From an optimization exercise on the open Yosys and OpenROAD flow, aimed at small area and a short achievable clock period; shortcuts taken in it are not production practice. Only simulation tests tie the RTL to the original design; equivalence was not proved. The clock port is modelled as an ideal driver; clocking choices that lean on that would not hold on a real chip. Power figures rest on the tool's default switching activity, not on a simulated workload.

==> flow/design.v (outline; a module is shown in full before it is edited, if it fits) <==
// module pe_fa: 10 lines
// module pe_ha: 9 lines
// module pe_booth_sel: 10 lines
// module pe_aoi22: 9 lines
// module pe_ao22: 9 lines
// module pe_xor2: 7 lines
// module pe_xnor2: 7 lines
// module pe_dot_unit: 2982 lines
module pe_dot_unit (
  input  logic                clock,
  input  logic                i_arst_n,
  input  logic [7:0][7:0]     i_feature,
  input  logic [7:0][7:0]     i_filter,
  output logic signed [17:0]  o_result
);
  // ...
==> flow/flow/run.sh <==
#!/bin/bash
set -e
cd "$(dirname "$0")/.."
W=$(pwd)
{
  echo "export BUFFER_PORTS_ARGS = -buffer_cell sky130_fd_sc_hd__buf_1"
  echo "export POST_CTS_TCL = $W/flow/skew.tcl"
  echo "export SKEW_SPEC = 2 0.93 3 1.41 4 1.64 5 0.70"
  echo "export SKEW_GROUP = 16"
  echo "export SKIP_CTS_REPAIR_TIMING = 1"
  echo "export REMOVE_ABC_BUFFERS = 1"
} >> config.mk
bash standard.sh > standard.log 2>&1
==> flow/flow/skew.tcl <==

proc skew_log { msg } { puts "SKEW: $msg" }

# this file may be sourced inside a proc (the ORFS hook); keep its state global
global skew_block skew_db skew_group skew_rootnet skew_chain skew_chainnets

set skew_block [ord::get_db_block]
set skew_db [ord::get_db]
set skew_leaf_master [$skew_db findMaster sky130_fd_sc_hd__clkbuf_16]
set skew_drv_master [$skew_db findMaster sky130_fd_sc_hd__clkbuf_16]
set skew_dly_masters [list \
  [$skew_db findMaster sky130_fd_sc_hd__clkdlybuf4s50_1] \
  [$skew_db findMaster sky130_fd_sc_hd__clkdlybuf4s25_1] \
  [$skew_db findMaster sky130_fd_sc_hd__clkdlybuf4s15_1]]
set skew_group $::env(SKEW_GROUP)

# clock root buffer: the one cell on the clock port's net
set skew_portnet [[$skew_block findBTerm clock] getNet]
set skew_root ""
foreach it [$skew_portnet getITerms] { set skew_root [$it getInst] }
set skew_rootnet [[$skew_root findITerm X] getNet]
set skew_rootloc [$skew_root getLocation]
skew_log "root [$skew_root getName] net [$skew_rootnet getName]"

proc skew_clk_iterm { inst } {
  foreach it [$inst getITerms] {
    if { [[$it getMTerm] getName] == "CLK" } { return $it }
  }
  return ""
}

proc skew_arrival { insts } {
  set sum 0.0
  set n 0
  foreach inst $insts {
    set p [get_pins -of_objects [get_cells [$inst getName]] -filter "name==CLK"]
    set a [get_property $p arrival_max_rise]
    set sum [expr { $sum + $a }]
    incr n
  }
  if { $n == 0 } { return 0.0 }
  return [expr { $sum / $n }]
}

# split a list of insts into groups of at most skew_group by coordinate bisection
proc skew_split { insts } {
  global skew_group
  if { [llength $insts] <= $skew_group } { return [list $insts] }
  set xs {}
  set ys {}
  foreach i $insts {
    lassign [$i getLocation] x y
    lappend xs $x
    lappend ys $y
  }
  set dx [expr { [tcl::mathfunc::max {*}$xs] - [tcl::mathfunc::min {*}$xs] }]
  set dy [expr { [tcl::mathfunc::max {*}$ys] - [tcl::mathfunc::min {*}$ys] }]
  set idx [expr { $dx >= $dy ? 0 : 1 }]
  set keyed {}
  foreach i $insts { lappend keyed [list [lindex [$i getLocation] $idx] $i] }
  set sorted {}
  foreach k [lsort -integer -index 0 $keyed] { lappend sorted [lindex $k 1] }
  set half [expr { [llength $sorted] / 2 }]
  return [concat [skew_split [lrange $sorted 0 [expr { $half - 1 }]]] \
    [skew_split [lrange $sorted $half end]]]
}

proc skew_centroid { insts } {
  set sx 0
  set sy 0
  foreach i $insts {
    lassign [$i getLocation] x y
    incr sx $x
    incr sy $y
  }
  set n [llength $insts]
  return [list [expr { $sx / $n }] [expr { $sy / $n }]]
}

proc skew_place { inst loc } {
  $inst setLocation [lindex $loc 0] [lindex $loc 1]
  $inst setPlacementStatus PLACED
}

proc skew_build_chain { r drv cells flops } {
  global skew_block skew_rootnet
  [$drv findITerm A] disconnect
  foreach c $::skew_chain { odb::dbInst_destroy $c }
  foreach n $::skew_chainnets { odb::dbNet_destroy $n }
  set ::skew_chain {}
  set ::skew_chainnets {}
  set prev $skew_rootnet
  set j 0
  foreach m $cells {
    set c [odb::dbInst_create $skew_block $m "skew_r${r}_dly_$j"]
    skew_place $c [skew_centroid $flops]
    [$c findITerm A] connect $prev
    set nn [odb::dbNet_create $skew_block "skew_r${r}_chain_$j"]
    $nn setSigType CLOCK
    [$c findITerm X] connect $nn
    set prev $nn
    lappend ::skew_chain $c
    lappend ::skew_chainnets $nn
    incr j
  }
  [$drv findITerm A] connect $prev
}

set skew_ranks {}
foreach {r d} $::env(SKEW_SPEC) { dict set skew_ranks $r $d }
set skew_ref {}
set skew_byrank [dict create]
foreach inst [$skew_block getInsts] {
  if { ![string match "*df*" [[$inst getMaster] getName]] } { continue }
  set r 0
  regexp {_q([0-9]+)\$} [$inst getName] -> r
  if { [dict exists $skew_ranks $r] } {
    dict lappend skew_byrank $r $inst
  } else {
    lappend skew_ref $inst
  }
}
estimate_parasitics -placement
set skew_refarr [skew_arrival $skew_ref]
skew_log "reference arrival [format %.3f $skew_refarr] over [llength $skew_ref] registers"

set skew_oldnets {}
set skew_uid 0
dict for {r d} $skew_ranks {
  if { ![dict exists $skew_byrank $r] } { continue }
  set flops [dict get $skew_byrank $r]
  set drvnet [odb::dbNet_create $skew_block "skew_r${r}_trunk"]
  $drvnet setSigType CLOCK
  set k 0
  foreach grp [skew_split $flops] {
    set leaf [odb::dbInst_create $skew_block $skew_leaf_master "skew_r${r}_leaf_$k"]
    skew_place $leaf [skew_centroid $grp]
    set lnet [odb::dbNet_create $skew_block "skew_r${r}_leafnet_$k"]
    $lnet setSigType CLOCK
    [$leaf findITerm A] connect $drvnet
    [$leaf findITerm X] connect $lnet
    foreach f $grp {
      set it [skew_clk_iterm $f]
      set on [$it getNet]
      if { $on != "NULL" } { lappend skew_oldnets $on }
      $it disconnect
      $it connect $lnet
    }
    incr k
  }
  set drv [odb::dbInst_create $skew_block $skew_drv_master "skew_r${r}_drv"]
  skew_place $drv [skew_centroid $flops]
  [$drv findITerm X] connect $drvnet
  skew_log "rank $r: [llength $flops] registers, $k leaf buffers"

  # delay chain from the root net to the trunk driver: try chains of growing
  # delay and keep the one whose skew comes closest to the requested delay
  set s15 [$skew_db findMaster sky130_fd_sc_hd__clkdlybuf4s15_1]
  set s18 [$skew_db findMaster sky130_fd_sc_hd__clkdlybuf4s18_1]
  set s25 [$skew_db findMaster sky130_fd_sc_hd__clkdlybuf4s25_1]
  set s50 [$skew_db findMaster sky130_fd_sc_hd__clkdlybuf4s50_1]
  set cands [list {} [list $s15] [list $s18] [list $s25] [list $s15 $s15] [list $s15 $s25] \
    [list $s50] [list $s25 $s25] [list $s50 $s15] [list $s50 $s25] [list $s50 $s50] \
    [list $s50 $s50 $s15] [list $s50 $s50 $s25] [list $s50 $s50 $s50] \
    [list $s50 $s50 $s50 $s15] [list $s50 $s50 $s50 $s25] [list $s50 $s50 $s50 $s50] \
    [list $s50 $s50 $s50 $s50 $s25] [list $s50 $s50 $s50 $s50 $s50]]
  set ::skew_chain {}
  set ::skew_chainnets {}
  set best {}
  set bestdiff 1e9
  foreach cells $cands {
    skew_build_chain $r $drv $cells $flops
    estimate_parasitics -placement
    set got [expr { [skew_arrival $flops] - $skew_refarr }]
    skew_log "rank $r: chain of [llength $cells] cells gives skew [format %.3f $got] (want $d)"
    set diff [expr { abs($got - $d) }]
    if { $diff < $bestdiff } {
      set bestdiff $diff
      set best $cells
    }
    if { $got > $d + 0.15 } { break }
  }
  skew_build_chain $r $drv $best $flops
}

# clock buffers left without sinks
foreach n [lsort -unique $skew_oldnets] {
  set sinks 0
  set drv ""
  foreach it [$n getITerms] {
    if { [$it isOutputSignal] } { set drv [$it getInst] } else { incr sinks }
  }
  if { $sinks == 0 && $drv != "" } {
    skew_log "removing idle clock buffer [$drv getName]"
    odb::dbInst_destroy $drv
    odb::dbNet_destroy $n
  }
}

detailed_placement
check_placement -verbose
estimate_parasitics -placement
dict for {r d} $skew_ranks {
  if { [dict exists $skew_byrank $r] } {
    skew_log "rank $r final skew [format %.3f [expr { [skew_arrival [dict get $skew_byrank $r]] - [skew_arrival $skew_ref] }]]"
  }
}
report_clock_skew
==> flow/standard.sh <==
#!/bin/bash
# synth_recipe.tcl (not shown) runs the flow's synth.tcl, then flattens the netlist and writes it again
# the make line also repeats each setting of config.mk as NAME=value (left out here)
make -C /OpenROAD-flow-scripts/flow DESIGN_CONFIG=/design/flow/config.mk WORK_HOME=/design/flow/orfs CLKGATE_MAP_FILE= SYNTH_SCRIPT=/design/flow/synth_recipe.tcl "${@:-finish}"
==> flow/config.mk <==
export PLATFORM = sky130hd
export DESIGN_NAME = pe_dot_unit
export DESIGN_NICKNAME = pe_dot_unit
export VERILOG_FILES = /design/flow/design.v
export SDC_FILE = /design/flow/constraint.sdc
export NUM_CORES = 4
export LEC_CHECK = 0
export CAP_MARGIN = 20
export CORE_MARGIN = 2
export CORE_UTILIZATION = 40
export CTS_CLUSTER_DIAMETER = 100
export CTS_CLUSTER_SIZE = 26
export HOLD_SLACK_MARGIN = 0.15
export SETUP_SLACK_MARGIN = 2.6
export SLEW_MARGIN = 20
export SYNTH_HIERARCHICAL = 1
export SYNTH_MINIMUM_KEEP_SIZE = 0
export BUFFER_PORTS_ARGS = -buffer_cell sky130_fd_sc_hd__buf_1
export POST_CTS_TCL = /design/flow/flow/skew.tcl
export SKEW_SPEC = 2 0.93 3 1.41 4 1.64 5 0.70
export SKEW_GROUP = 16
export SKIP_CTS_REPAIR_TIMING = 1
export REMOVE_ABC_BUFFERS = 1
==> flow/constraint.sdc <==
create_clock -name core_clock -period 4.7 [get_ports {clock}]
set_input_delay 0.9400 -clock core_clock [delete_from_list [all_inputs] [get_ports {clock}]]
set_output_delay 0.9400 -clock core_clock [all_outputs]
set_load 0.01 [all_outputs]
==> flow_metrics.py, run 1 <==
metrics = {
    "global_routing": {
        "grt_antenna_before_repair": 0,
        "busiest_layer": "met2",
        "overflow": 0,
        "grt_pass1_wl_um": 76200,
    },
    "cells_and_area": {
        "syn2layout_area_growth_pct": 15.8,
        "most-common-layout-cells": "fa_1, dfxtp_1, xor2_1",
        "finalNonFillerCells": 2259,
        "regMostFlops": "result_q",
        "seqCellArea_um2": 7440,
        "final_nets": 2092,
        "diodes": 0,
        "largest_class": "multi-input gates",
    },
    "placed_design": {
        "pre_cts_ws_ns": 1.34,
        "placedCellCount": 2185,
        "routabilityCongestion": 0.972,
        "placed_area_um2": 20500,
    },
    "logic_synthesis": {
        "syn_area_um2": 19200,
        "synth_xor_area_share_pct": 14.5,
        "synth_area_leaders": "dfxtp_1, fa_1, xor2_1",
        "synth_compound_area_share_pct": 9.82,
        "async_flop_share_pct": 5.88,
        "yosysUniqueCellTypes": 33,
        "yosysMostFrequentCell": "dfxtp_1",
        "avgSynthCellArea_um2": 13.5,
        "synth-adder-area-share_pct": 32.8,
        "synth_ff_type": "dfxtp_1",
    },
    "detailed_routing": {
        "wl_per_cell_um": 22.6,
        "viasPerCell": 5.08,
    },
    "timing": {
        "whs_ns": -0.0812,
        "finalCritPeriodShare_pct": 44.8,
        "worst_pin_slew_ns": 0.611,
        "finalHoldViolations": 1,
        "fin_skew_ns": 1.03,
        "setup-tns-final_ns": 0,
    },
    "clock_tree": {
        "path_clk_slew_ns": 0.07,
    },
    "die": {
        "die_x_um": 223,
    },
    "status": {
        "outcome": "finished with violations",
        "violatedChecks": "negative hold slack",
    },
    "power": {
        "pwr-share-clk_pct": 15.6,
    },
}
==> run 2, diff against run 1 <==
==> flow/flow/run.sh (replaced) <==
#!/bin/bash
set -e
cd "$(dirname "$0")/.."
W=$(pwd)
{
  echo "export BUFFER_PORTS_ARGS = -buffer_cell sky130_fd_sc_hd__buf_1"
  echo "export POST_CTS_TCL = $W/flow/skew.tcl"
  echo "export SKEW_SPEC = 2 1.25 3 1.77 4 2.23 5 1.00"
  echo "export SKEW_GROUP = 24"
  echo "export SKIP_CTS_REPAIR_TIMING = 1"
  echo "export REMOVE_ABC_BUFFERS = 1"
} >> config.mk
bash standard.sh > standard.log 2>&1
--- a/flow/flow/skew.tcl
+++ b/flow/flow/skew.tcl
@@ -3,5 +3,5 @@
 
 # this file may be sourced inside a proc (the ORFS hook); keep its state global
-global skew_block skew_db skew_group skew_rootnet skew_chain skew_chainnets
+global skew_block skew_db skew_group skew_rootnet skew_chain skew_chainnets skew_ranks
 
 set skew_block [ord::get_db_block]
@@ -43,8 +43,11 @@
 }
 
-# split a list of insts into groups of at most skew_group by coordinate bisection
+# split a list of insts into ceil(n / skew_group) groups of about equal size
+# by coordinate bisection
 proc skew_split { insts } {
   global skew_group
-  if { [llength $insts] <= $skew_group } { return [list $insts] }
+  set n [llength $insts]
+  set k [expr { ($n + $skew_group - 1) / $skew_group }]
+  if { $k <= 1 } { return [list $insts] }
   set xs {}
   set ys {}
@@ -60,8 +63,9 @@
   foreach i $insts { lappend keyed [list [lindex [$i getLocation] $idx] $i] }
   set sorted {}
-  foreach k [lsort -integer -index 0 $keyed] { lappend sorted [lindex $k 1] }
-  set half [expr { [llength $sorted] / 2 }]
-  return [concat [skew_split [lrange $sorted 0 [expr { $half - 1 }]]] \
-    [skew_split [lrange $sorted $half end]]]
+  foreach kk [lsort -integer -index 0 $keyed] { lappend sorted [lindex $kk 1] }
+  set k1 [expr { $k / 2 }]
+  set n1 [expr { int(round(double($n) * $k1 / $k)) }]
+  return [concat [skew_split [lrange $sorted 0 [expr { $n1 - 1 }]]] \
+    [skew_split [lrange $sorted $n1 end]]]
 }
 
@@ -160,9 +164,18 @@
   set s25 [$skew_db findMaster sky130_fd_sc_hd__clkdlybuf4s25_1]
   set s50 [$skew_db findMaster sky130_fd_sc_hd__clkdlybuf4s50_1]
-  set cands [list {} [list $s15] [list $s18] [list $s25] [list $s15 $s15] [list $s15 $s25] \
-    [list $s50] [list $s25 $s25] [list $s50 $s15] [list $s50 $s25] [list $s50 $s50] \
-    [list $s50 $s50 $s15] [list $s50 $s50 $s25] [list $s50 $s50 $s50] \
-    [list $s50 $s50 $s50 $s15] [list $s50 $s50 $s50 $s25] [list $s50 $s50 $s50 $s50] \
-    [list $s50 $s50 $s50 $s50 $s25] [list $s50 $s50 $s50 $s50 $s50]]
+  set cands {}
+  set est {}
+  for { set a 0 } { $a <= 6 } { incr a } {
+    for { set b 0 } { $b <= 2 } { incr b } {
+      for { set c 0 } { $c <= 1 } { incr c } {
+        set cells {}
+        for { set i 0 } { $i < $a } { incr i } { lappend cells $s50 }
+        for { set i 0 } { $i < $b } { incr i } { lappend cells $s25 }
+        for { set i 0 } { $i < $c } { incr i } { lappend cells $s15 }
+        lappend est [list [expr { 0.52 * $a + 0.30 * $b + 0.22 * $c }] $cells]
+      }
+    }
+  }
+  foreach e [lsort -real -index 0 $est] { lappend cands [lindex $e 1] }
   set ::skew_chain {}
   set ::skew_chainnets {}
@@ -172,5 +185,5 @@
     skew_build_chain $r $drv $cells $flops
     estimate_parasitics -placement
-    set got [expr { [skew_arrival $flops] - $skew_refarr }]
+    set got [expr { [skew_arrival $flops] - [skew_arrival $skew_ref] }]
     skew_log "rank $r: chain of [llength $cells] cells gives skew [format %.3f $got] (want $d)"
     set diff [expr { abs($got - $d) }]
@@ -198,4 +211,48 @@
 }
 
+proc skew_of { inst } {
+  global skew_ranks
+  set r 0
+  regexp {_q([0-9]+)\$} [$inst getName] -> r
+  if { [dict exists $skew_ranks $r] } { return [dict get $skew_ranks $r] }
+  return 0.0
+}
+set skew_npad 0
+set s25m [$skew_db findMaster sky130_fd_sc_hd__clkdlybuf4s25_1]
+set s50m [$skew_db findMaster sky130_fd_sc_hd__clkdlybuf4s50_1]
+foreach inst [$skew_block getInsts] {
+  if { ![string match "*df*" [[$inst getMaster] getName]] } { continue }
+  set dit [$inst findITerm D]
+  if { $dit == "NULL" } { continue }
+  set dnet [$dit getNet]
+  if { $dnet == "NULL" } { continue }
+  set src ""
+  foreach it [$dnet getITerms] {
+    if { [$it isOutputSignal] } { set src [$it getInst] }
+  }
+  if { $src == "" || ![string match "*df*" [[$src getMaster] getName]] } { continue }
+  set gap [expr { [skew_of $inst] - [skew_of $src] }]
+  if { $gap < 0.12 } { continue }
+  set cells [list $s25m]
+  if { $gap > 0.3 } { set cells [list $s50m] }
+  if { $gap > 0.7 } { set cells [list $s50m $s50m] }
+  if { $gap > 1.1 } { set cells [list $s50m $s50m $s50m] }
+  $dit disconnect
+  set prev $dnet
+  set j 0
+  foreach m $cells {
+    set c [odb::dbInst_create $skew_block $m "skew_hold_${skew_npad}_$j"]
+    skew_place $c [$inst getLocation]
+    [$c findITerm A] connect $prev
+    set nn [odb::dbNet_create $skew_block "skew_hold_${skew_npad}_n$j"]
+    [$c findITerm X] connect $nn
+    set prev $nn
+    incr j
+  }
+  $dit connect $prev
+  incr skew_npad
+}
+skew_log "delay cells on $skew_npad register-to-register connections"
+
 detailed_placement
 check_placement -verbose
--- a/flow/config.mk
+++ b/flow/config.mk
@@ -11,6 +11,6 @@
 export CTS_CLUSTER_DIAMETER = 100
 export CTS_CLUSTER_SIZE = 26
-export HOLD_SLACK_MARGIN = 0.15
-export SETUP_SLACK_MARGIN = 2.6
+export HOLD_SLACK_MARGIN = 0.2
+export SETUP_SLACK_MARGIN = 2.7
 export SLEW_MARGIN = 20
 export SYNTH_HIERARCHICAL = 1
@@ -18,6 +18,6 @@
 export BUFFER_PORTS_ARGS = -buffer_cell sky130_fd_sc_hd__buf_1
 export POST_CTS_TCL = /design/flow/flow/skew.tcl
-export SKEW_SPEC = 2 0.93 3 1.41 4 1.64 5 0.70
-export SKEW_GROUP = 16
+export SKEW_SPEC = 2 1.25 3 1.77 4 2.23 5 1.00
+export SKEW_GROUP = 24
 export SKIP_CTS_REPAIR_TIMING = 1
 export REMOVE_ABC_BUFFERS = 1
==> flow_metrics.py, run 2 <==
metrics = {
    "critical_path": {
        "path_buf_inv": 1,
        "r2r-end": "fs_1129_q2",
        "slowest_delay_ns": 0.37,
        "path_cells": "clkbuf_2",
        "slowest_stage": "dfrtp_1",
        "cp.arrival_ns": 1.04,
        "endpoint": "o_result[10]",
        "r2r_slack_ns": 2.73,
        "cpLargestDelayFamily": "flip-flops",
        "worst_setup_path_end_kind": "primary output",
        "r2r_cells": 5,
        "crit_cells": 1,
        "cp.required_ns": 3.76,
        "critPathKind": "reg -> out",
        "startpoint": "result_q[10]",
        "critPathMaxFanout": 1,
        "cp-start-kind": "flop",
        "reg2reg_from": "sgn_6_q1",
    },
    "logic_synthesis": {
        "synth_edf_count": 0,
        "ys_top_cells_by_count": "dfxtp_1, fa_1, xor2_1, a22o_1, xnor2_1",
        "synth_area_leaders": "dfxtp_1, fa_1, xor2_1",
        "yosysUniqueCellTypes": 33,
        "syn_area_um2": 19200,
        "yosys.area.top_type": "dfxtp_1",
        "syn-instance-count": 1425,
        "avgSynthCellArea_um2": 13.5,
        "ys_seq_area_share_pct": 37.8,
        "synth-seq-cells": 357,
        "yosysMostFrequentCell": "dfxtp_1",
        "synth_ff_type": "dfxtp_1",
        "yosysTopAreaCellShare_pct": 35.1,
        "ys_warn_count": 7,
        "async_flop_share_pct": 5.88,
    },
    "detailed_routing": {
        "vias": 11700,
        "firstDrtPassIters": 5,
        "wirelength_um": 51200,
        "drtAntennaViolNets": 0,
        "wl_per_cell_um": 22.2,
        "viasPerCell": 5.05,
        "drtIter0Drc": 909,
        "drcViolationCount": 0,
    },
    "global_routing": {
        "grt_pass1_vias": 12300,
        "grt_start_max_net_pins": 27,
        "track_usage_pct": 20.8,
        "grt_antenna_before_repair": 0,
        "grt_pass1_wl_um": 76100,
        "overflow": 0,
    },
    "die": {
        "die_area_um2": 49700,
        "die_x_um": 223,
        "io_pins": 148,
        "coreArea_um2": 47500,
        "die_h_um": 223,
        "floorplan.initialDensity_pct": 40.3,
        "row_count": 80,
    },
    "timing": {
        "slew-limit-headroom_pct": 48.6,
        "setup-tns-final_ns": 0,
        "worst_pin_slew_ns": 0.769,
        "setup_viol": 0,
        "finalHoldViolations": 24,
        "fin_skew_ns": 1.46,
        "finalCritPeriodShare_pct": 42.1,
        "whs_ns": -0.201,
        "drv_slew": 0,
        "rsz0062_at_grt": "true",
        "fmax_mhz": 505,
        "min_period_ns": 1.98,
    },
    "cells_and_area": {
        "nFillCells": 4275,
        "regMostFlops": "result_q",
        "syn2layout_area_growth_pct": 16.0,
        "drive_gt1_share_pct": 3.78,
        "final_nets": 2140,
        "diodes": 0,
        "top_regs": "result_q x18, fill_q x3",
        "most-common-layout-cells": "dfxtp_1, fa_1, xor2_1",
        "final_common_cell": "dfxtp_1",
        "largest_reg_flops": 18,
        "finalNonFillerCells": 2307,
    },
    "power": {
        "vdd_drop_max_mv": 0.418,
        "swShare_pct": 40.5,
        "p_comb_share_pct": 59.0,
        "p_leak_nw": 9.02,
        "switchingPower_mw": 7.73,
        "power.internal_mw": 11.3,
        "p_per_area_nw_per_um2": 858,
        "seqPwrFrac_pct": 27.0,
        "pwr-share-clk_pct": 14.0,
    },
    "min_path": {
        "min_path_type": "reg -> reg",
    },
    "placed_design": {
        "portBuffers": 147,
        "routabilityCongestion": 0.972,
        "dp_hpwl_um": 41700,
        "placedCellCount": 2185,
    },
    "clock_tree": {
        "clock-sinks": 357,
        "path_clk_slew_ns": 0.10,
        "cts_tree": "yes",
        "clock_latency_ns": 1.98,
    },
    "status": {
        "violatedChecks": "negative hold slack",
        "outcome": "finished with violations",
    },
    "flow_run": {
        "maxCapViolCount": 0,
    },
}
## run 2: cell types whose count changed in the layout (fill, tap and decap cells not counted), moves of 10 or more
cell,change
xor2_1,+14
dlygate4sd3_1,+42
clkdlybuf4s50_1,+14
clkbuf_2,+10
dfxtp_2,-117
fa_1,+10
dfxtp_1,+127
xor2_2,-14
dfxtp_4,-10
buf_1,-10
fa_2,-10
## run 2: kinds of logic after synthesis
kind of cell    after synthesis  synth area share (%)
flops                       357                  37.8
simple gates                139                  3.79
fa+ha+maj                   328                  32.8
mux                           2                 0.117
buf+inv                      57                  1.12
xor+xnor                    317                  14.5
compound gates              225                  9.82
## run 2: per-layer routing
| metal | part of all wire (%) | vias to the layer above | track usage (%) |
|---|---|---|---|
| met4 | 4.7 | 0 | 9.55 |
| li1 | - | 5239 | - |
| met3 | 4.7 | 97 | 2.69 |
| met1 | 41 | 5985 | 26.8 |
| met2 | 49 | 334 | 35.0 |
| met5 | 0 | - | 0 |
## run 2: how the worst min path moves through the flow
| stage | startpoint | end | slack [ns] | cells past startpoint |
|---|---|---|---|---|
| 6_report | i_filter6_0_q1 | p_1172_q2 | -0.20 | 5 |
| 5_1_grt | i_filter6_0_q1 | p_1172_q2 | -0.13 | 5 |
| 3_5_place_dp | p_1172_q2 | p_1172_q3 | 0.31 | 0 |
| 3_3_place_gp | r_1272_q4 | r_1272_q5 | 0.31 | 0 |
| 2_1_floorplan | p_1172_q2 | p_1172_q3 | 0.31 | 0 |
## run 2: power groups by stage
| stage | Clock (mW) | Sequential, mW | Combinational (mW) |
|---|---|---|---|
| 2_1_floorplan | 0 | 5.03 | 6.63 |
| 3_3_place_gp | 0 | 5.22 | 10.2 |
| 3_5_place_dp | 0 | 5.24 | 10.4 |
| 5_1_grt | 2.86 | 5.27 | 12.6 |
| 6_report | 2.66 | 5.16 | 11.2 |
## run 2: worst register-to-register path: stages, from the launching register on
cell and delay (ns):
dfxtp_1 0.82, xnor2_1 0.23, fa_1 0.63, dlygate4sd3_1 0.67, fa_1 0.47, fa_1 0.46
## run 2: layout make-up, clock buffers not listed
cell class | count | area, µm² | share of cell area, %
Multi-Input combinational cell | 1011 | 11700 | 52.8
Sequential cell | 357 | 7250 | 32.6
Timing Repair Buffer | 201 | 1110 | 4.97
Tap cell | 615 | 769 | 3.46
Buffer | 38 | 561 | 2.52
Inverter | 55 | 206 | 0.929
Clock inverter | 7 | 98.8 | 0.445
## run 2: through the flow
| step | power (mW) | cell area (µm²) | setup slack [ns] | utilization, % |
|---|---|---|---|---|
| after floorplan | 11.7 | 19200 | 1.85 | - |
| after global placement | 15.5 | 20500 | 1.30 | 43.1 |
| after detailed placement | 15.7 | 20500 | 1.34 | 43.1 |
| after global routing | 20.8 | 22200 | 2.67 | 46.8 |
| final | 19.1 | 22200 | 2.72 | 46.8 |
## run 2: modules after synthesis, one instance, submodules excluded
| module | cells | area, µm² | flops+latches |
|---|---|---|---|
| pe_fa | 1 | 20.0 | 0 |
| pe_xor2 | 1 | 8.76 | 0 |
| pe_dot_unit | 744 | 9930 | 357 |
| pe_ao22 | 1 | 8.76 | 0 |
| pe_ha | 1 | 12.5 | 0 |
==> run 3, diff against run 2 <==
--- a/flow/flow/run.sh
+++ b/flow/flow/run.sh
@@ -6,5 +6,5 @@
   echo "export BUFFER_PORTS_ARGS = -buffer_cell sky130_fd_sc_hd__buf_1"
   echo "export POST_CTS_TCL = $W/flow/skew.tcl"
-  echo "export SKEW_SPEC = 2 1.25 3 1.77 4 2.23 5 1.00"
+  echo "export SKEW_SPEC = 2 1.20 3 1.75 4 2.20 5 1.00"
   echo "export SKEW_GROUP = 24"
   echo "export SKIP_CTS_REPAIR_TIMING = 1"
--- a/flow/flow/skew.tcl
+++ b/flow/flow/skew.tcl
@@ -3,5 +3,5 @@
 
 # this file may be sourced inside a proc (the ORFS hook); keep its state global
-global skew_block skew_db skew_group skew_rootnet skew_chain skew_chainnets skew_ranks
+global skew_block skew_db skew_group skew_rootnet skew_chain skew_chainnets skew_ranks skew_ref
 
 set skew_block [ord::get_db_block]
@@ -90,8 +90,10 @@
   global skew_block skew_rootnet
   [$drv findITerm A] disconnect
-  foreach c $::skew_chain { odb::dbInst_destroy $c }
-  foreach n $::skew_chainnets { odb::dbNet_destroy $n }
-  set ::skew_chain {}
-  set ::skew_chainnets {}
+  for { set j 0 } { $j < 32 } { incr j } {
+    set c [$skew_block findInst "skew_r${r}_dly_$j"]
+    if { $c != "NULL" } { odb::dbInst_destroy $c }
+    set n [$skew_block findNet "skew_r${r}_chain_$j"]
+    if { $n != "NULL" } { odb::dbNet_destroy $n }
+  }
   set prev $skew_rootnet
   set j 0
@@ -104,9 +106,45 @@
     [$c findITerm X] connect $nn
     set prev $nn
-    lappend ::skew_chain $c
-    lappend ::skew_chainnets $nn
     incr j
   }
   [$drv findITerm A] connect $prev
+}
+
+proc skew_tune { r d flops drv } {
+  global skew_db skew_ref
+  set s15 [$skew_db findMaster sky130_fd_sc_hd__clkdlybuf4s15_1]
+  set s25 [$skew_db findMaster sky130_fd_sc_hd__clkdlybuf4s25_1]
+  set s50 [$skew_db findMaster sky130_fd_sc_hd__clkdlybuf4s50_1]
+  set est {}
+  for { set a 0 } { $a <= 6 } { incr a } {
+    for { set b 0 } { $b <= 2 } { incr b } {
+      for { set c 0 } { $c <= 1 } { incr c } {
+        set cells {}
+        for { set i 0 } { $i < $a } { incr i } { lappend cells $s50 }
+        for { set i 0 } { $i < $b } { incr i } { lappend cells $s25 }
+        for { set i 0 } { $i < $c } { incr i } { lappend cells $s15 }
+        lappend est [list [expr { 0.52 * $a + 0.30 * $b + 0.22 * $c }] $cells]
+      }
+    }
+  }
+  set best {}
+  set bestdiff 1e9
+  set bestgot 0
+  foreach e [lsort -real -index 0 $est] {
+    set cells [lindex $e 1]
+    skew_build_chain $r $drv $cells $flops
+    estimate_parasitics -placement
+    set got [expr { [skew_arrival $flops] - [skew_arrival $skew_ref] }]
+    # aim 0.05 ns low: legalizing the new cells afterwards adds about that
+    set diff [expr { abs($got - ($d - 0.05)) }]
+    if { $diff < $bestdiff } {
+      set bestdiff $diff
+      set best $cells
+      set bestgot $got
+    }
+    if { $got > $d + 0.15 } { break }
+  }
+  skew_build_chain $r $drv $best $flops
+  skew_log "rank $r: chain of [llength $best] cells, skew [format %.3f $bestgot] (want $d)"
 }
 
@@ -130,4 +168,5 @@
 
 set skew_oldnets {}
+set skew_drvs [dict create]
 set skew_uid 0
 dict for {r d} $skew_ranks {
@@ -158,41 +197,7 @@
   skew_log "rank $r: [llength $flops] registers, $k leaf buffers"
 
-  # delay chain from the root net to the trunk driver: try chains of growing
-  # delay and keep the one whose skew comes closest to the requested delay
-  set s15 [$skew_db findMaster sky130_fd_sc_hd__clkdlybuf4s15_1]
-  set s18 [$skew_db findMaster sky130_fd_sc_hd__clkdlybuf4s18_1]
-  set s25 [$skew_db findMaster sky130_fd_sc_hd__clkdlybuf4s25_1]
-  set s50 [$skew_db findMaster sky130_fd_sc_hd__clkdlybuf4s50_1]
-  set cands {}
-  set est {}
-  for { set a 0 } { $a <= 6 } { incr a } {
-    for { set b 0 } { $b <= 2 } { incr b } {
-      for { set c 0 } { $c <= 1 } { incr c } {
-        set cells {}
-        for { set i 0 } { $i < $a } { incr i } { lappend cells $s50 }
-        for { set i 0 } { $i < $b } { incr i } { lappend cells $s25 }
-        for { set i 0 } { $i < $c } { incr i } { lappend cells $s15 }
-        lappend est [list [expr { 0.52 * $a + 0.30 * $b + 0.22 * $c }] $cells]
-      }
-    }
-  }
-  foreach e [lsort -real -index 0 $est] { lappend cands [lindex $e 1] }
-  set ::skew_chain {}
-  set ::skew_chainnets {}
-  set best {}
-  set bestdiff 1e9
-  foreach cells $cands {
-    skew_build_chain $r $drv $cells $flops
-    estimate_parasitics -placement
-    set got [expr { [skew_arrival $flops] - [skew_arrival $skew_ref] }]
-    skew_log "rank $r: chain of [llength $cells] cells gives skew [format %.3f $got] (want $d)"
-    set diff [expr { abs($got - $d) }]
-    if { $diff < $bestdiff } {
-      set bestdiff $diff
-      set best $cells
-    }
-    if { $got > $d + 0.15 } { break }
-  }
-  skew_build_chain $r $drv $best $flops
+  # delay chain from the root net to the trunk driver
+  dict set skew_drvs $r $drv
+  skew_tune $r $d $flops $drv
 }
 
@@ -256,4 +261,10 @@
 
 detailed_placement
+dict for {r d} $skew_ranks {
+  if { [dict exists $skew_byrank $r] } {
+    skew_tune $r $d [dict get $skew_byrank $r] [dict get $skew_drvs $r]
+  }
+}
+detailed_placement
 check_placement -verbose
 estimate_parasitics -placement
--- a/flow/config.mk
+++ b/flow/config.mk
@@ -18,5 +18,5 @@
 export BUFFER_PORTS_ARGS = -buffer_cell sky130_fd_sc_hd__buf_1
 export POST_CTS_TCL = /design/flow/flow/skew.tcl
-export SKEW_SPEC = 2 1.25 3 1.77 4 2.23 5 1.00
+export SKEW_SPEC = 2 1.20 3 1.75 4 2.20 5 1.00
 export SKEW_GROUP = 24
 export SKIP_CTS_REPAIR_TIMING = 1
==> flow_metrics.py, run 3 <==
metrics = {
    "status": {
        "outcome": "finished with violations",
        "violatedChecks": "negative hold slack",
    },
    "logic_synthesis": {
        "yosysTopAreaCellShare_pct": 35.1,
        "avgSynthCellArea_um2": 13.5,
        "ys_seq_area_share_pct": 37.8,
        "synth_area_leaders": "dfxtp_1, fa_1, xor2_1",
        "synth-seq-cells": 357,
        "syn_area_um2": 19200,
        "synth_edf_count": 0,
        "async_flop_share_pct": 5.88,
        "ys_top_cells_by_count": "dfxtp_1, fa_1, xor2_1, a22o_1, xnor2_1",
        "yosys.area.top_type": "dfxtp_1",
        "synth_ff_type": "dfxtp_1",
        "ys_warn_count": 7,
        "syn-instance-count": 1425,
        "yosysUniqueCellTypes": 33,
        "yosysMostFrequentCell": "dfxtp_1",
    },
    "die": {
        "die_h_um": 223,
        "die_area_um2": 49700,
        "row_count": 80,
        "floorplan.initialDensity_pct": 40.3,
        "io_pins": 148,
        "coreArea_um2": 47500,
        "die_x_um": 223,
    },
    "critical_path": {
        "r2r_slack_ns": 2.71,
        "cp-start-kind": "flop",
        "slowest_delay_ns": 0.31,
        "critPathKind": "reg -> reg",
        "r2r-end": "r_1285_q5",
        "cp.required_ns": 6.03,
        "reg2reg_from": "G_1265_q4",
        "startpoint": "G_1265_q4",
        "worst_setup_path_end_kind": "flop",
        "critPathMaxFanout": 1,
        "path_buf_inv": 0,
        "path_cells": "xor2_1",
        "cpLargestDelayFamily": "flip-flops",
        "endpoint": "r_1285_q5",
        "cp.arrival_ns": 3.32,
        "crit_cells": 1,
        "slowest_stage": "dfxtp_1",
        "r2r_cells": 1,
    },
    "timing": {
        "slew-limit-headroom_pct": 53.8,
        "drv_slew": 0,
        "fin_skew_ns": 1.43,
        "setup-tns-final_ns": 0,
        "fmax_mhz": 503,
        "setup_viol": 0,
        "whs_ns": -0.0478,
        "worst_pin_slew_ns": 0.692,
        "min_period_ns": 1.99,
        "finalCritPeriodShare_pct": 42.3,
        "rsz0062_at_grt": "true",
        "finalHoldViolations": 5,
    },
    "global_routing": {
        "grt_start_max_net_pins": 27,
        "grt_pass1_vias": 12300,
        "grt_antenna_before_repair": 0,
        "overflow": 0,
        "grt_pass1_wl_um": 76100,
        "track_usage_pct": 20.8,
    },
    "power": {
        "finalPower_mw": 19.1,
        "pwr-share-clk_pct": 13.9,
        "p_comb_share_pct": 59.1,
        "switchingPower_mw": 7.74,
        "seqPwrFrac_pct": 27.0,
        "p_leak_nw": 9.02,
        "vdd_drop_max_mv": 0.425,
        "p_per_area_nw_per_um2": 856,
        "swShare_pct": 40.5,
        "power.internal_mw": 11.4,
    },
    "cells_and_area": {
        "final_nets": 2140,
        "final_common_cell": "fa_1",
        "syn2layout_area_growth_pct": 16.4,
        "diodes": 0,
        "regMostFlops": "result_q",
        "drive_gt1_share_pct": 6.80,
        "utilization_pct": 46.9,
        "most-common-layout-cells": "fa_1, dfxtp_1, xor2_1",
        "largest_reg_flops": 18,
        "top_regs": "result_q x18, fill_q x3",
    },
    "detailed_routing": {
        "drtAntennaViolNets": 0,
        "viasPerCell": 5.04,
        "vias": 11600,
        "drcViolationCount": 0,
        "firstDrtPassIters": 5,
        "wirelength_um": 51200,
        "drtIter0Drc": 820,
        "wl_per_cell_um": 22.2,
    },
    "placed_design": {
        "routabilityCongestion": 0.972,
        "dp_hpwl_um": 41700,
        "portBuffers": 147,
    },
    "min_path": {
        "min_path_type": "reg -> reg",
    },
    "clock_tree": {
        "cts_tree": "yes",
        "clock_latency_ns": 2.86,
        "path_clk_slew_ns": 0.09,
        "clock-sinks": 357,
    },
    "flow_run": {
        "maxCapViolCount": 0,
    },
}
==> run 3: layer usage <==
metal,part of all wire (%),global-route usage (%)
met4,4.7,9.57
met3,4.4,2.73
met2,49,35.0
met1,42,26.8
met5,0,0
==> run 3: stage by stage <==
step                cell area (µm²)  cells  hold WS, ns  setup slack, ns
floorplan                     19200   1423        0.310             1.85
global placement              20500   2185        0.310             1.30
detailed placement            20500   2185        0.312             1.34
global route                  22300   2307      -0.0129             2.64
finish                        22300   2307      -0.0478             2.71
==> run 3: worst min-delay path by stage <==
stage / startpoint / slack (ns) / endpoint / cells after the start
final: neg_378_q1 / -0.05 / fs_1063_q2 / 4
after global routing: neg_28_q1 / -0.01 / fs_1019_q2 / 4
after detailed placement: p_1172_q2 / 0.31 / p_1172_q3 / 0
after global placement: r_1272_q4 / 0.31 / r_1272_q5 / 0
after floorplan: p_1172_q2 / 0.31 / p_1172_q3 / 0
==> run 3: power groups by stage <==
stage / combinational [mW] / clock, mW / sequential (mW)
after global placement: 10.2 / 0 / 5.22
after floorplan: 6.63 / 0 / 5.03
final: 11.3 / 2.66 / 5.15
after global routing: 12.7 / 2.87 / 5.27
after detailed placement: 10.4 / 0 / 5.24
==> run 3: per-module statistics from Yosys (local to each module, per instance) <==
module / flip-flops and latches / times used / cells inside / area, µm²
pe_ha: 0 / 9 / 1 / 12.5
pe_fa: 0 / 288 / 1 / 20.0
pe_ao22: 0 / 192 / 1 / 8.76
pe_dot_unit: 357 / 1 / 744 / 9930
pe_xor2: 0 / 192 / 1 / 8.76
==> run 3: logic make-up (layout without fill, tap and decap cells) <==
| family | count (synthesis) | after routing | synth area share [%] |
|---|---|---|---|
| flip-flops | 357 | 357 | 37.8 |
| adder cells (fa/ha/maj) | 328 | 328 | 32.8 |
| XOR/XNOR | 317 | 317 | 14.5 |
| AO/OA/AOI/OAI | 225 | 225 | 9.82 |
| AND/OR/NAND/NOR | 139 | 139 | 3.79 |
| buffers and inverters | 57 | 324 | 1.12 |
| multiplexers | 2 | 2 | 0.117 |
==> run 3: area by class of cell, clock buffers not listed <==
| class | count | area (µm²) |
|---|---|---|
| Buffer | 39 | 571 |
| Fill cell | 4273 | 25200 |
| Inverter | 55 | 206 |
| Timing Repair Buffer | 200 | 1100 |
| Multi-Input combinational cell | 1011 | 11800 |
| Sequential cell | 357 | 7310 |
| Clock inverter | 7 | 98.8 |
| Tap cell | 615 | 769 |
==> run 3: worst min-delay path, stage by stage, from the launching register on <==
cell	delay, ns
dfxtp_2	0.43
inv_1	0.11
fa_1	0.20
fa_1	0.21
fa_1	0.18
==> run 4, diff against run 3 <==
--- a/flow/flow/run.sh
+++ b/flow/flow/run.sh
@@ -6,5 +6,5 @@
   echo "export BUFFER_PORTS_ARGS = -buffer_cell sky130_fd_sc_hd__buf_1"
   echo "export POST_CTS_TCL = $W/flow/skew.tcl"
-  echo "export SKEW_SPEC = 2 1.20 3 1.75 4 2.20 5 1.00"
+  echo "export SKEW_SPEC = 2 1.10 3 1.65 4 2.10 5 1.00"
   echo "export SKEW_GROUP = 24"
   echo "export SKIP_CTS_REPAIR_TIMING = 1"
--- a/flow/config.mk
+++ b/flow/config.mk
@@ -10,5 +10,5 @@
 export CORE_UTILIZATION = 40
 export CTS_CLUSTER_DIAMETER = 100
-export CTS_CLUSTER_SIZE = 26
+export CTS_CLUSTER_SIZE = 32
 export HOLD_SLACK_MARGIN = 0.2
 export SETUP_SLACK_MARGIN = 2.7
@@ -18,5 +18,5 @@
 export BUFFER_PORTS_ARGS = -buffer_cell sky130_fd_sc_hd__buf_1
 export POST_CTS_TCL = /design/flow/flow/skew.tcl
-export SKEW_SPEC = 2 1.20 3 1.75 4 2.20 5 1.00
+export SKEW_SPEC = 2 1.10 3 1.65 4 2.10 5 1.00
 export SKEW_GROUP = 24
 export SKIP_CTS_REPAIR_TIMING = 1
==> flow_metrics.py, run 4 <==
metrics = {
    "status": {
        "outcome": "complete, no violations",
    },
    "global_routing": {
        "grt_antenna_before_repair": 0,
        "grt_start_max_net_pins": 32,
        "track_usage_pct": 20.7,
        "overflow": 0,
        "grt_pass1_vias": 12200,
        "grt_pass1_wl_um": 75900,
    },
    "die": {
        "die_x_um": 223,
        "row_count": 80,
        "io_pins": 148,
        "die_area_um2": 49700,
        "floorplan.initialDensity_pct": 40.3,
        "die_h_um": 223,
        "coreArea_um2": 47500,
    },
    "critical_path": {
        "critPathMaxFanout": 7,
        "cp.required_ns": 6.25,
        "slowest_delay_ns": 0.58,
        "path_cells": "a22o_1, xor2_2, fa_1, fa_1, fa_1, fa_1",
        "path_buf_inv": 0,
        "cp.arrival_ns": 3.56,
        "slowest_stage": "fa_1",
        "cp-start-kind": "flop",
        "worst_setup_path_end_kind": "flop",
        "critPathKind": "reg -> reg",
        "path_common_cell": "fa_1",
        "cpLargestDelayFamily": "adder cells",
    },
    "timing": {
        "drv_slew": 0,
        "fmax_mhz": 499,
        "finalHoldViolations": 0,
        "whs_ns": 0.0558,
        "finalCritPeriodShare_pct": 42.6,
        "slew-limit-headroom_pct": 59.1,
        "worst_pin_slew_ns": 0.609,
        "fin_skew_ns": 1.25,
        "setup_viol": 0,
        "min_period_ns": 2.00,
        "setup-tns-final_ns": 0,
        "rsz0062_at_grt": "true",
    },
    "flow_run": {
        "maxCapViolCount": 0,
    },
    "logic_synthesis": {
        "synth_ff_type": "dfxtp_1",
        "ys_seq_area_share_pct": 37.8,
        "yosys.area.top_type": "dfxtp_1",
        "yosysUniqueCellTypes": 33,
        "synth_edf_count": 0,
        "synth-seq-cells": 357,
        "ys_warn_count": 7,
        "syn-instance-count": 1425,
        "syn_area_um2": 19200,
        "avgSynthCellArea_um2": 13.5,
        "synth_area_leaders": "dfxtp_1, fa_1, xor2_1",
        "ys_top_cells_by_count": "dfxtp_1, fa_1, xor2_1, a22o_1, xnor2_1",
        "async_flop_share_pct": 5.88,
        "yosysTopAreaCellShare_pct": 35.1,
        "yosysMostFrequentCell": "dfxtp_1",
    },
    "clock_tree": {
        "clock-sinks": 357,
        "clock_latency_ns": 2.70,
        "cts_tree": "yes",
        "path_clk_slew_ns": 0.09,
    },
    "detailed_routing": {
        "viasPerCell": 5.02,
        "firstDrtPassIters": 5,
        "wirelength_um": 51000,
        "drtIter0Drc": 854,
        "drcViolationCount": 0,
        "vias": 11500,
        "drtAntennaViolNets": 0,
        "wl_per_cell_um": 22.3,
    },
    "placed_design": {
        "dp_hpwl_um": 41700,
        "routabilityCongestion": 0.972,
        "placedCellCount": 2185,
        "portBuffers": 147,
    },
    "power": {
        "finalPower_mw": 18.7,
        "p_leak_nw": 8.92,
        "switchingPower_mw": 7.64,
        "power.internal_mw": 11.0,
        "p_comb_share_pct": 58.6,
        "pwr-share-clk_pct": 13.7,
        "vdd_drop_max_mv": 0.405,
        "p_per_area_nw_per_um2": 842,
        "swShare_pct": 40.9,
        "seqPwrFrac_pct": 27.7,
    },
    "cells_and_area": {
        "regMostFlops": "result_q",
        "final_common_cell": "fa_1",
        "final_nets": 2116,
        "most-common-layout-cells": "fa_1, dfxtp_1, xor2_1",
        "diodes": 0,
        "utilization_pct": 46.6,
        "top_regs": "result_q x18, fill_q x3",
        "largest_reg_flops": 18,
        "nFillCells": 4283,
        "finalNonFillerCells": 2283,
        "syn2layout_area_growth_pct": 15.6,
        "drive_gt1_share_pct": 9.83,
    },
    "min_path": {
        "min_path_type": "reg -> reg",
    },
}
run 4: cell counts after synthesis:
Identical to the previous run, type by type.
run 4: metal layers:
layer	global-route usage, %	vias up	wire length, µm
met1	26.5	5869	21100
li1	-	5185	-
met2	34.7	317	24700
met5	0	-	0
met4	9.46	0	2660
met3	3.27	94	2440
run 4: final timing paths:
check,from,endpoint,slack (ns),depth (start not counted)
hold reg to reg,i_feature7_0_q1,hc_626_q2,0.06,5
hold / removal,i_feature7_0_q1,hc_626_q2,0.06,5
setup reg to reg,two_9_q1,fs_697_q2,2.70,6
max in group asynchronous,i_arst_n,fill_q[2],4.00,1
setup / recovery,two_9_q1,fs_697_q2,2.70,6
min in group asynchronous,i_arst_n,result_q[8],0.35,1
run 4: kinds of logic (layout without fill, tap and decap cells):
kind of cell / after synthesis / in the layout / synth area share (%)
mux: 2 / 2 / 0.117
fa+ha+maj: 328 / 328 / 32.8
flops: 357 / 357 / 37.8
xor+xnor: 317 / 317 / 14.5
simple gates: 139 / 139 / 3.79
buf+inv: 57 / 300 / 1.12
compound gates: 225 / 225 / 9.82
run 4: cell type report, clock buffers not listed:
| cell class | count | area (µm²) | share of cell area [%] |
|---|---|---|---|
| buffer | 37 | 551 | 2.48 |
| clock inverter | 7 | 101 | 0.457 |
| inverter | 55 | 206 | 0.932 |
| multi-input combinational | 1011 | 11800 | 53.3 |
| sequential | 357 | 7380 | 33.3 |
| tap | 615 | 769 | 3.47 |
| timing repair buffer | 180 | 891 | 4.02 |
run 4: power by group through the flow:
stage / Clock (mW) / Combinational [mW] / Sequential, mW
final: 2.55 / 10.9 / 5.17
after global routing: 2.75 / 12.3 / 5.29
after detailed placement: 0 / 10.4 / 5.24
after global placement: 0 / 10.2 / 5.22
after floorplan: 0 / 6.63 / 5.03
run 4: worst min-delay path, stage by stage, from the launching register on:
cell and delay (ns):
dfxtp_1 0.40, nand2_1 0.10, xnor2_1 0.13, fa_1 0.20
fa_1 0.19, ha_1 0.13
run 4: metrics by stage:
stage / area, µm² / setup slack, ns
floorplan: 19200 / 1.85
global placement: 20500 / 1.30
detailed placement: 20500 / 1.34
global route: 22200 / 2.65
finish: 22200 / 2.70
run 4: modules after synthesis (local to each module, per instance):
module | area, µm² | copies in the design
pe_dot_unit | 9930 | 1
pe_fa | 20.0 | 288
pe_ao22 | 8.76 | 192
pe_xor2 | 8.76 | 192
pe_ha | 12.5 | 9
==> run 5, diff against run 4 <==
--- a/flow/config.mk
+++ b/flow/config.mk
@@ -8,7 +8,7 @@
 export CAP_MARGIN = 20
 export CORE_MARGIN = 2
-export CORE_UTILIZATION = 40
+export CORE_UTILIZATION = 55
 export CTS_CLUSTER_DIAMETER = 100
-export CTS_CLUSTER_SIZE = 32
+export CTS_CLUSTER_SIZE = 26
 export HOLD_SLACK_MARGIN = 0.2
 export SETUP_SLACK_MARGIN = 2.7
==> flow_metrics.py, run 5 <==
metrics = {
    "status": {
        "outcome": "complete, no violations",
    },
    "detailed_routing": {
        "wirelength_um": 51300,
        "drt-met1-wl_um": 20900,
        "drtIter0Drc": 937,
        "dr_wl_met2_um": 23800,
        "wl_per_cell_um": 24.2,
        "route.top_layer_used": "met4",
        "vias": 11700,
        "firstDrtPassIters": 6,
        "viasPerCell": 5.53,
        "drcViolationCount": 0,
        "route.met3.wl_um": 4190,
        "drtAntennaViolNets": 0,
    },
    "timing": {
        "setup-tns-final_ns": 0,
        "finalCritPeriodShare_pct": 43.2,
        "slew-limit-headroom_pct": 53.0,
        "fmax_mhz": 493,
        "rsz0062_at_grt": "true",
        "min_period_ns": 2.03,
        "setup_viol": 0,
        "worst_pin_slew_ns": 0.704,
        "fin_skew_ns": 1.20,
        "drv_slew": 0,
        "finalHoldViolations": 0,
    },
    "logic_synthesis": {
        "synth_area_leaders": "dfxtp_1, fa_1, xor2_1",
        "yosysTopAreaCellShare_pct": 35.1,
        "async_flop_share_pct": 5.88,
        "yosysUniqueCellTypes": 33,
        "ys_top_cells_by_count": "dfxtp_1, fa_1, xor2_1, a22o_1, xnor2_1",
        "syn-instance-count": 1425,
        "ys_warn_count": 7,
        "ys_seq_area_share_pct": 37.8,
        "yosysMostFrequentCell": "dfxtp_1",
        "synth_edf_count": 0,
        "yosys.area.top_type": "dfxtp_1",
        "avgSynthCellArea_um2": 13.5,
        "syn_area_um2": 19200,
        "synth_ff_type": "dfxtp_1",
        "synth-seq-cells": 357,
    },
    "cells_and_area": {
        "largest_reg_flops": 18,
        "most-common-layout-cells": "fa_1, dfxtp_1, xor2_1",
        "diodes": 0,
        "drive_gt1_share_pct": 7.68,
        "regMostFlops": "result_q",
        "syn2layout_area_growth_pct": 14.0,
        "top_regs": "result_q x18, fill_q x3",
        "final_nets": 2115,
        "final_common_cell": "fa_1",
    },
    "power": {
        "p_leak_nw": 8.90,
        "p_per_area_nw_per_um2": 875,
        "finalPower_mw": 19.1,
        "vdd_drop_max_mv": 0.522,
    },
    "critical_path": {
        "path_common_cell": "fa_1",
        "worst_setup_path_end_kind": "flop",
        "critPathKind": "reg -> reg",
        "reg2reg_from": "fc_920_q2",
        "slowest_delay_ns": 0.60,
        "path_buf_inv": 1,
        "cp.arrival_ns": 4.10,
        "cp-start-kind": "flop",
        "cpLargestDelayFamily": "adder cells",
        "startpoint": "fc_920_q2",
        "critPathMaxFanout": 1,
        "slowest_stage": "dlygate4sd3_1",
        "cp.required_ns": 6.77,
        "path_cells": "fa_1, dlygate4sd3_1, fa_1, fa_1",
    },
    "min_path": {
        "min_path_type": "reg -> reg",
        "hold_start": "sgn_3_q1",
    },
    "clock_tree": {
        "cts_tree": "yes",
        "clock-sinks": 357,
        "clock_latency_ns": 1.69,
        "path_clk_slew_ns": 0.09,
    },
    "global_routing": {
        "grt_antenna_before_repair": 0,
        "track_usage_pct": 28.9,
        "overflow": 0,
        "grt_pass1_wl_um": 75400,
        "grt_start_max_net_pins": 27,
        "grt_pass1_vias": 12300,
    },
    "die": {
        "row_count": 68,
        "die_x_um": 191,
        "die_area_um2": 36400,
        "coreArea_um2": 34500,
        "floorplan.initialDensity_pct": 55.6,
        "io_pins": 148,
        "die_h_um": 191,
    },
    "placed_design": {
        "portBuffers": 147,
        "routabilityCongestion": 0.993,
        "dp_hpwl_um": 41100,
    },
    "flow_run": {
        "maxCapViolCount": 0,
    },
}
-- run 5: cell type report, clock buffers not listed --
class / count / area, µm²
Buffer: 38 / 561
Timing Repair Buffer: 177 / 860
Tap cell: 455 / 569
Fill cell: 2779 / 12600
Sequential cell: 357 / 7330
Inverter: 55 / 206
Clock inverter: 5 / 70.1
Multi-Input combinational cell: 1011 / 11800
-- run 5: logic make-up after synthesis --
group / count (synthesis) / synth area share [%]
mux: 2 / 0.117
xor+xnor: 317 / 14.5
compound gates: 225 / 9.82
flops: 357 / 37.8
fa+ha+maj: 328 / 32.8
buf+inv: 57 / 1.12
simple gates: 139 / 3.79
-- run 5: path summary, 6_finish.rpt --
check | slack, ns | end | cells past startpoint
setup / recovery | 2.67 | fs_1035_q3 | 4
hold / removal | 0.01 | fs_1149_q2 | 4
setup reg to reg | 2.67 | fs_1035_q3 | 4
hold reg to reg | 0.01 | fs_1149_q2 | 4
max in group asynchronous | 3.41 | result_q[10] | 3
min in group asynchronous | 0.74 | result_q[0] | 2
-- run 5: per-stage QoR --
step                      utilization, %  instances  hold slack [ns]  area (µm²)  worst slack [ns]
after floorplan                        -       1423            0.310       19200              1.85
after global placement              58.9       2026            0.310       20300              1.28
after detailed placement            58.9       2026            0.312       20300              1.33
after global routing                63.4       2121           0.0917       21900              2.64
final                               63.4       2121           0.0118       21900              2.67
-- run 5: power by group --
part / internal, mW / switching (mW) / leakage (nW) / total, mW
combinational: 5.33 / 5.99 / 5.36 / 11.3
sequential: 4.44 / 0.751 / 3.07 / 5.20
clock: 1.42 / 1.19 / 0.470 / 2.61
-- run 5: per-module statistics from Yosys (local to each module, per instance) --
module       cells  times used
pe_dot_unit    744           1
pe_fa            1         288
pe_ha            1           9
pe_ao22          1         192
pe_xor2          1         192
-- run 5: layer usage --
| layer | track usage [%] | up-vias |
|---|---|---|
| li1 | - | 5184 |
| met1 | 37.9 | 5952 |
| met2 | 46.2 | 478 |
| met3 | 7.31 | 107 |
| met4 | 11.7 | 0 |
| met5 | 0 | - |
-- run 5: worst register-to-register path, cell delays in order (launching register included) --
cell	delay (ns)
dfxtp_1	0.45
fa_1	0.45
dlygate4sd3_1	0.60
fa_1	0.46
fa_1	0.45
==> run 6, diff against run 5 <==
--- a/flow/config.mk
+++ b/flow/config.mk
@@ -8,5 +8,5 @@
 export CAP_MARGIN = 20
 export CORE_MARGIN = 2
-export CORE_UTILIZATION = 55
+export CORE_UTILIZATION = 65
 export CTS_CLUSTER_DIAMETER = 100
 export CTS_CLUSTER_SIZE = 26
==> flow_metrics.py, run 6 <==
metrics = {
    "status": {
        "outcome": "finished with violations",
        "violatedChecks": "negative hold slack",
    },
    "timing": {
        "fmax_mhz": 497,
        "slew-limit-headroom_pct": 49.3,
        "finalHoldViolations": 2,
        "worst_pin_slew_ns": 0.759,
        "fin_skew_ns": 1.21,
        "setup-tns-final_ns": 0,
        "whs_ns": -0.0327,
        "min_period_ns": 2.01,
        "postLayoutSetupSlackWorst_ns": 2.69,
        "setup_viol": 0,
        "drv_slew": 0,
        "rsz0062_at_grt": "true",
        "finalCritPeriodShare_pct": 42.8,
    },
    "power": {
        "seqPwrFrac_pct": 26.8,
        "switchingPower_mw": 8.17,
        "p_per_area_nw_per_um2": 893,
        "power.internal_mw": 11.2,
        "pwr-share-clk_pct": 13.2,
        "vdd_drop_max_mv": 0.474,
        "p_leak_nw": 8.89,
        "swShare_pct": 42.1,
        "p_comb_share_pct": 59.9,
    },
    "cells_and_area": {
        "drive_gt1_share_pct": 6.41,
        "top_regs": "result_q x18, fill_q x3",
        "most-common-layout-cells": "fa_1, dfxtp_1, xor2_1",
        "syn2layout_area_growth_pct": 13.4,
        "finalNonFillerCells": 2053,
        "diodes": 0,
        "regMostFlops": "result_q",
        "largest_reg_flops": 18,
        "final_common_cell": "fa_1",
        "final_nets": 2119,
    },
    "clock_tree": {
        "path_clk_slew_ns": 0.09,
        "clock-sinks": 357,
        "cts_tree": "yes",
        "clock_latency_ns": 1.72,
    },
    "logic_synthesis": {
        "avgSynthCellArea_um2": 13.5,
        "synth_edf_count": 0,
        "ys_seq_area_share_pct": 37.8,
        "syn-instance-count": 1425,
        "synth_ff_type": "dfxtp_1",
        "ys_top_cells_by_count": "dfxtp_1, fa_1, xor2_1, a22o_1, xnor2_1",
        "ys_warn_count": 7,
        "synth_area_leaders": "dfxtp_1, fa_1, xor2_1",
        "yosysTopAreaCellShare_pct": 35.1,
        "yosys.area.top_type": "dfxtp_1",
        "yosysUniqueCellTypes": 33,
        "synth-seq-cells": 357,
        "yosysMostFrequentCell": "dfxtp_1",
        "async_flop_share_pct": 5.88,
        "syn_area_um2": 19200,
    },
    "die": {
        "die_x_um": 176,
        "die_area_um2": 30900,
        "io_pins": 148,
        "coreArea_um2": 28900,
        "die_h_um": 176,
        "floorplan.initialDensity_pct": 66.4,
        "row_count": 62,
    },
    "global_routing": {
        "track_usage_pct": 33.6,
        "grt_start_max_net_pins": 27,
        "overflow": 0,
        "grt_pass1_wl_um": 75700,
        "grt_pass1_vias": 12600,
        "grt_antenna_before_repair": 0,
    },
    "detailed_routing": {
        "viasPerCell": 5.84,
        "drt-met1-wl_um": 20100,
        "drtIter0Drc": 1111,
        "vias": 12000,
        "route.met3.wl_um": 4070,
        "wirelength_um": 51300,
        "route.top_layer_used": "met4",
        "drtAntennaViolNets": 0,
        "wl_per_cell_um": 25.0,
        "firstDrtPassIters": 7,
        "dr_wl_met2_um": 24500,
        "drcViolationCount": 0,
    },
    "critical_path": {
        "critPathMaxFanout": 5,
        "critPathKind": "reg -> reg",
        "cp-start-kind": "flop",
        "worst_setup_path_end_kind": "flop",
        "cp.required_ns": 7.32,
        "cp.arrival_ns": 4.63,
        "r2r_slack_ns": 2.69,
    },
    "placed_design": {
        "dp_hpwl_um": 39200,
        "pre_cts_ws_ns": 1.37,
        "portBuffers": 147,
        "placedCellCount": 1955,
        "routabilityCongestion": 1.04,
    },
    "flow_run": {
        "maxCapViolCount": 0,
    },
    "min_path": {
        "min_path_type": "reg -> reg",
    },
}
[run 6: cell counts after synthesis]
No cell type changed its count.
[run 6: worst max-delay path, stage by stage, from the launching register on]
cell,delay [ns]
dfxtp_2,0.33
fa_1,0.59
ha_4,0.25
a21oi_2,0.16
nand2_2,0.10
a32oi_4,0.22
o21ai_2,0.10
a21o_1,0.18
ha_2,0.18
or2_4,0.21
[run 6: stage by stage]
stage	power, mW	cell area [µm²]	utilization [%]
5_1_grt	20.7	21700	75.3
3_5_place_dp	15.8	20200	70.0
2_1_floorplan	11.7	19200	-
6_report	19.4	21700	75.3
3_3_place_gp	15.4	20200	70.0
[run 6: power by group through the flow]
stage	sequential [mW]	combinational (mW)	clock [mW]
after floorplan	5.03	6.63	0
after global placement	5.19	10.2	0
after detailed placement	5.24	10.5	0
after global routing	5.32	12.7	2.72
final	5.21	11.6	2.57
[run 6: cell families after synthesis]
| family | count (synthesis) | synth area share (%) |
|---|---|---|
| compound gates | 225 | 9.82 |
| buf+inv | 57 | 1.12 |
| xor+xnor | 317 | 14.5 |
| mux | 2 | 0.117 |
| simple gates | 139 | 3.79 |
| fa+ha+maj | 328 | 32.8 |
| flops | 357 | 37.8 |
[run 6: routing by layer]
layer | GRT usage, % | up-vias
met3 | 5.45 | 126
li1 | - | 5191
met2 | 54.4 | 609
met4 | 15.0 | 0
met5 | 0 | -
met1 | 45.2 | 6071
[run 6: final timing paths]
path	startpoint	to	depth (start not counted)
min in group asynchronous	i_arst_n	result_q[1]	2
hold reg to reg	neg_518_q1	fs_1021_q2	4
max in group asynchronous	i_arst_n	result_q[7]	2
setup / recovery	fs_1075_q3	G_1265_q4	9
setup reg to reg	fs_1075_q3	G_1265_q4	9
hold / removal	neg_518_q1	fs_1021_q2	4
[run 6: final cells by class, clock buffers not listed]
type	instances	area, µm²
Timing Repair Buffer	181	896
Tap cell	384	480
Buffer	38	561
Multi-Input combinational cell	1011	11800
Fill cell	1885	7120
Inverter	55	206
Clock inverter	4	57.6
Sequential cell	357	7310
[run 6: per-module statistics from Yosys (local to each module, per instance)]
module | flops+latches | cells | copies in the design
pe_dot_unit | 357 | 744 | 1
pe_ao22 | 0 | 1 | 192
pe_xor2 | 0 | 1 | 192
pe_ha | 0 | 1 | 9
pe_fa | 0 | 1 | 288
==> run 7, diff against run 6 <==
--- a/flow/config.mk
+++ b/flow/config.mk
@@ -8,5 +8,5 @@
 export CAP_MARGIN = 20
 export CORE_MARGIN = 2
-export CORE_UTILIZATION = 65
+export CORE_UTILIZATION = 40
 export CTS_CLUSTER_DIAMETER = 100
 export CTS_CLUSTER_SIZE = 26
==> flow_metrics.py, run 7 <==
metrics = {
    "detailed_routing": {
        "drtAntennaViolNets": 0,
        "viasPerCell": 5.05,
        "wirelength_um": 51100,
        "wl_per_cell_um": 22.4,
        "drcViolationCount": 0,
        "vias": 11500,
        "firstDrtPassIters": 5,
        "drtIter0Drc": 785,
    },
    "critical_path": {
        "critPathKind": "reg -> reg",
        "worst_setup_path_end_kind": "flop",
        "cp.required_ns": 6.26,
        "slowest_delay_ns": 0.60,
        "path_cells": "a22o_1, xor2_1, fa_1, fa_1, fa_1, fa_1",
        "cp-start-kind": "flop",
        "critPathMaxFanout": 7,
        "slowest_stage": "fa_1",
        "path_common_cell": "fa_1",
        "r2r_slack_ns": 2.70,
        "r2r-end": "fs_975_q2",
        "reg2reg_from": "one_236_q1",
        "r2r_cells": 6,
        "cp.arrival_ns": 3.56,
    },
    "cells_and_area": {
        "final_nets": 2117,
        "diodes": 0,
        "nFillCells": 4289,
        "final_common_cell": "fa_1",
        "most-common-layout-cells": "fa_1, dfxtp_1, xor2_1",
        "top_regs": "result_q x18, fill_q x3",
        "drive_gt1_share_pct": 10.0,
        "finalNonFillerCells": 2284,
        "utilization_pct": 46.7,
        "syn2layout_area_growth_pct": 15.7,
        "final_cell_area_um2": 22200,
        "largest_reg_flops": 18,
        "regMostFlops": "result_q",
    },
    "timing": {
        "drv_slew": 0,
        "finalHoldViolations": 0,
        "finalCritPeriodShare_pct": 42.5,
        "slew-limit-headroom_pct": 60.3,
        "fmax_mhz": 501,
        "min_period_ns": 2.00,
        "worst_pin_slew_ns": 0.594,
        "fin_skew_ns": 1.23,
        "rsz0062_at_grt": "true",
        "setup_viol": 0,
        "setup-tns-final_ns": 0,
    },
    "status": {
        "outcome": "complete, no violations",
    },
    "min_path": {
        "hold_depth": 4,
        "hold_start": "neg_28_q1",
        "min_path_type": "reg -> reg",
        "hold_end": "fs_1019_q2",
    },
    "logic_synthesis": {
        "yosys.area_share.simple_pct": 3.79,
        "yosysUniqueCellTypes": 33,
        "ys_top_cells_by_count": "dfxtp_1, fa_1, xor2_1, a22o_1, xnor2_1",
        "async_flop_share_pct": 5.88,
        "ys_warn_count": 7,
        "yosys.area.top_type": "dfxtp_1",
        "ys_seq_area_share_pct": 37.8,
        "synth_edf_count": 0,
        "synth_xor_area_share_pct": 14.5,
        "synth-adder-area-share_pct": 32.8,
        "yosysMostFrequentCell": "dfxtp_1",
        "synth_area_leaders": "dfxtp_1, fa_1, xor2_1",
        "synth_compound_area_share_pct": 9.82,
        "muxShareOfSynthArea_pct": 0.117,
        "synth_ff_type": "dfxtp_1",
        "syn_area_um2": 19200,
        "syn-instance-count": 1425,
        "yosysTopAreaCellShare_pct": 35.1,
        "avgSynthCellArea_um2": 13.5,
        "synth_top_family_by_area": "adder cells",
        "synth-seq-cells": 357,
    },
    "clock_tree": {
        "clock_latency_ns": 2.66,
        "cts_tree": "yes",
        "path_clk_slew_ns": 0.09,
        "clock-sinks": 357,
    },
    "global_routing": {
        "grt_start_max_net_pins": 27,
        "grt_pass1_vias": 12300,
        "grt_pass1_wl_um": 76000,
        "overflow": 0,
        "track_usage_pct": 20.8,
        "grt_antenna_before_repair": 0,
    },
    "placed_design": {
        "placed_area_um2": 20500,
        "dp_hpwl_um": 41700,
        "placedCellCount": 2185,
        "routabilityCongestion": 0.972,
        "portBuffers": 147,
    },
    "die": {
        "row_count": 80,
        "die_area_um2": 49700,
        "io_pins": 148,
        "die_h_um": 223,
        "coreArea_um2": 47500,
        "floorplan.initialDensity_pct": 40.3,
        "die_x_um": 223,
    },
    "flow_run": {
        "maxCapViolCount": 0,
    },
    "power": {
        "p_per_area_nw_per_um2": 846,
        "vdd_drop_max_mv": 0.417,
        "p_leak_nw": 8.94,
    },
}
run 7: per-stage QoR:
stage / worst slack (ns) / hold slack (ns) / total power [mW]
after floorplan: 1.85 / 0.310 / 11.7
after global placement: 1.30 / 0.310 / 15.5
after detailed placement: 1.34 / 0.312 / 15.7
after global routing: 2.67 / 0.0630 / 20.4
final: 2.70 / 0.0390 / 18.8
run 7: kinds of logic after synthesis:
kind of cell | count (synthesis)
buf+inv | 57
mux | 2
fa+ha+maj | 328
xor+xnor | 317
simple gates | 139
compound gates | 225
flops | 357
run 7: Yosys stat by module (local to each module, per instance):
| module | cells | times used | area, µm² |
|---|---|---|---|
| pe_xor2 | 1 | 192 | 8.76 |
| pe_ha | 1 | 9 | 12.5 |
| pe_ao22 | 1 | 192 | 8.76 |
| pe_dot_unit | 744 | 1 | 9930 |
| pe_fa | 1 | 288 | 20.0 |
run 7: worst max-delay path: cells and delay by family, from the launching register on:
| kind | cells | cell delay [ns] |
|---|---|---|
| adder cells (fa/ha/maj) | 4 | 2.08 |
| AO/OA/AOI/OAI | 1 | 0.25 |
| flip-flops | 1 | 0.38 |
| XOR/XNOR | 1 | 0.29 |
run 7: cell type report, clock buffers not listed:
cell class / count / area (µm²) / area share [%]
Tap cell: 615 / 769 / 3.47
Buffer: 37 / 551 / 2.48
Timing Repair Buffer: 179 / 886 / 3.99
Sequential cell: 357 / 7380 / 33.2
Multi-Input combinational cell: 1011 / 11800 / 53.2
Clock inverter: 7 / 98.8 / 0.445
Inverter: 55 / 206 / 0.930
run 7: report_power, final:
part	leakage [nW]	internal, mW	switching (mW)
Combinational	5.38	5.22	5.74
Clock	0.493	1.43	1.20
Sequential	3.07	4.45	0.731
Total	8.94	11.1	7.67
run 7: worst max-delay path by stage:
stage                     cells after the start            to       startpoint  slack [ns]
after floorplan                               6    fs_1105_q2       neg_116_q1        1.85
after global placement                        6     fs_697_q2  i_feature0_4_q1        1.30
after detailed placement                      5    fs_1131_q2         sgn_6_q1        1.34
after global routing                          1  o_result[12]     result_q[12]        2.67
final                                         6     fs_975_q2       one_236_q1        2.70
run 7: layer usage:
| metal | part of all wire, % | vias up | track usage (%) |
|---|---|---|---|
| li1 | - | 5187 | - |
| met2 | 49 | 311 | 35.0 |
| met4 | 5.0 | 0 | 9.44 |
| met3 | 4.0 | 93 | 2.70 |
| met5 | 0 | - | 0 |
| met1 | 42 | 5941 | 26.8 |

Re-timed with assumed drivers on the ports (clkbuf_16 on the clock, buf_2 on other inputs), run 7 has 2.667 ns of setup slack against 2.703 ns with ideal ports, and 1.835 ns once port delays also move by the mid clock arrival of 1.642 ns. Its clock arrivals span 0.567 to 2.716 ns, so the last figure is rough.
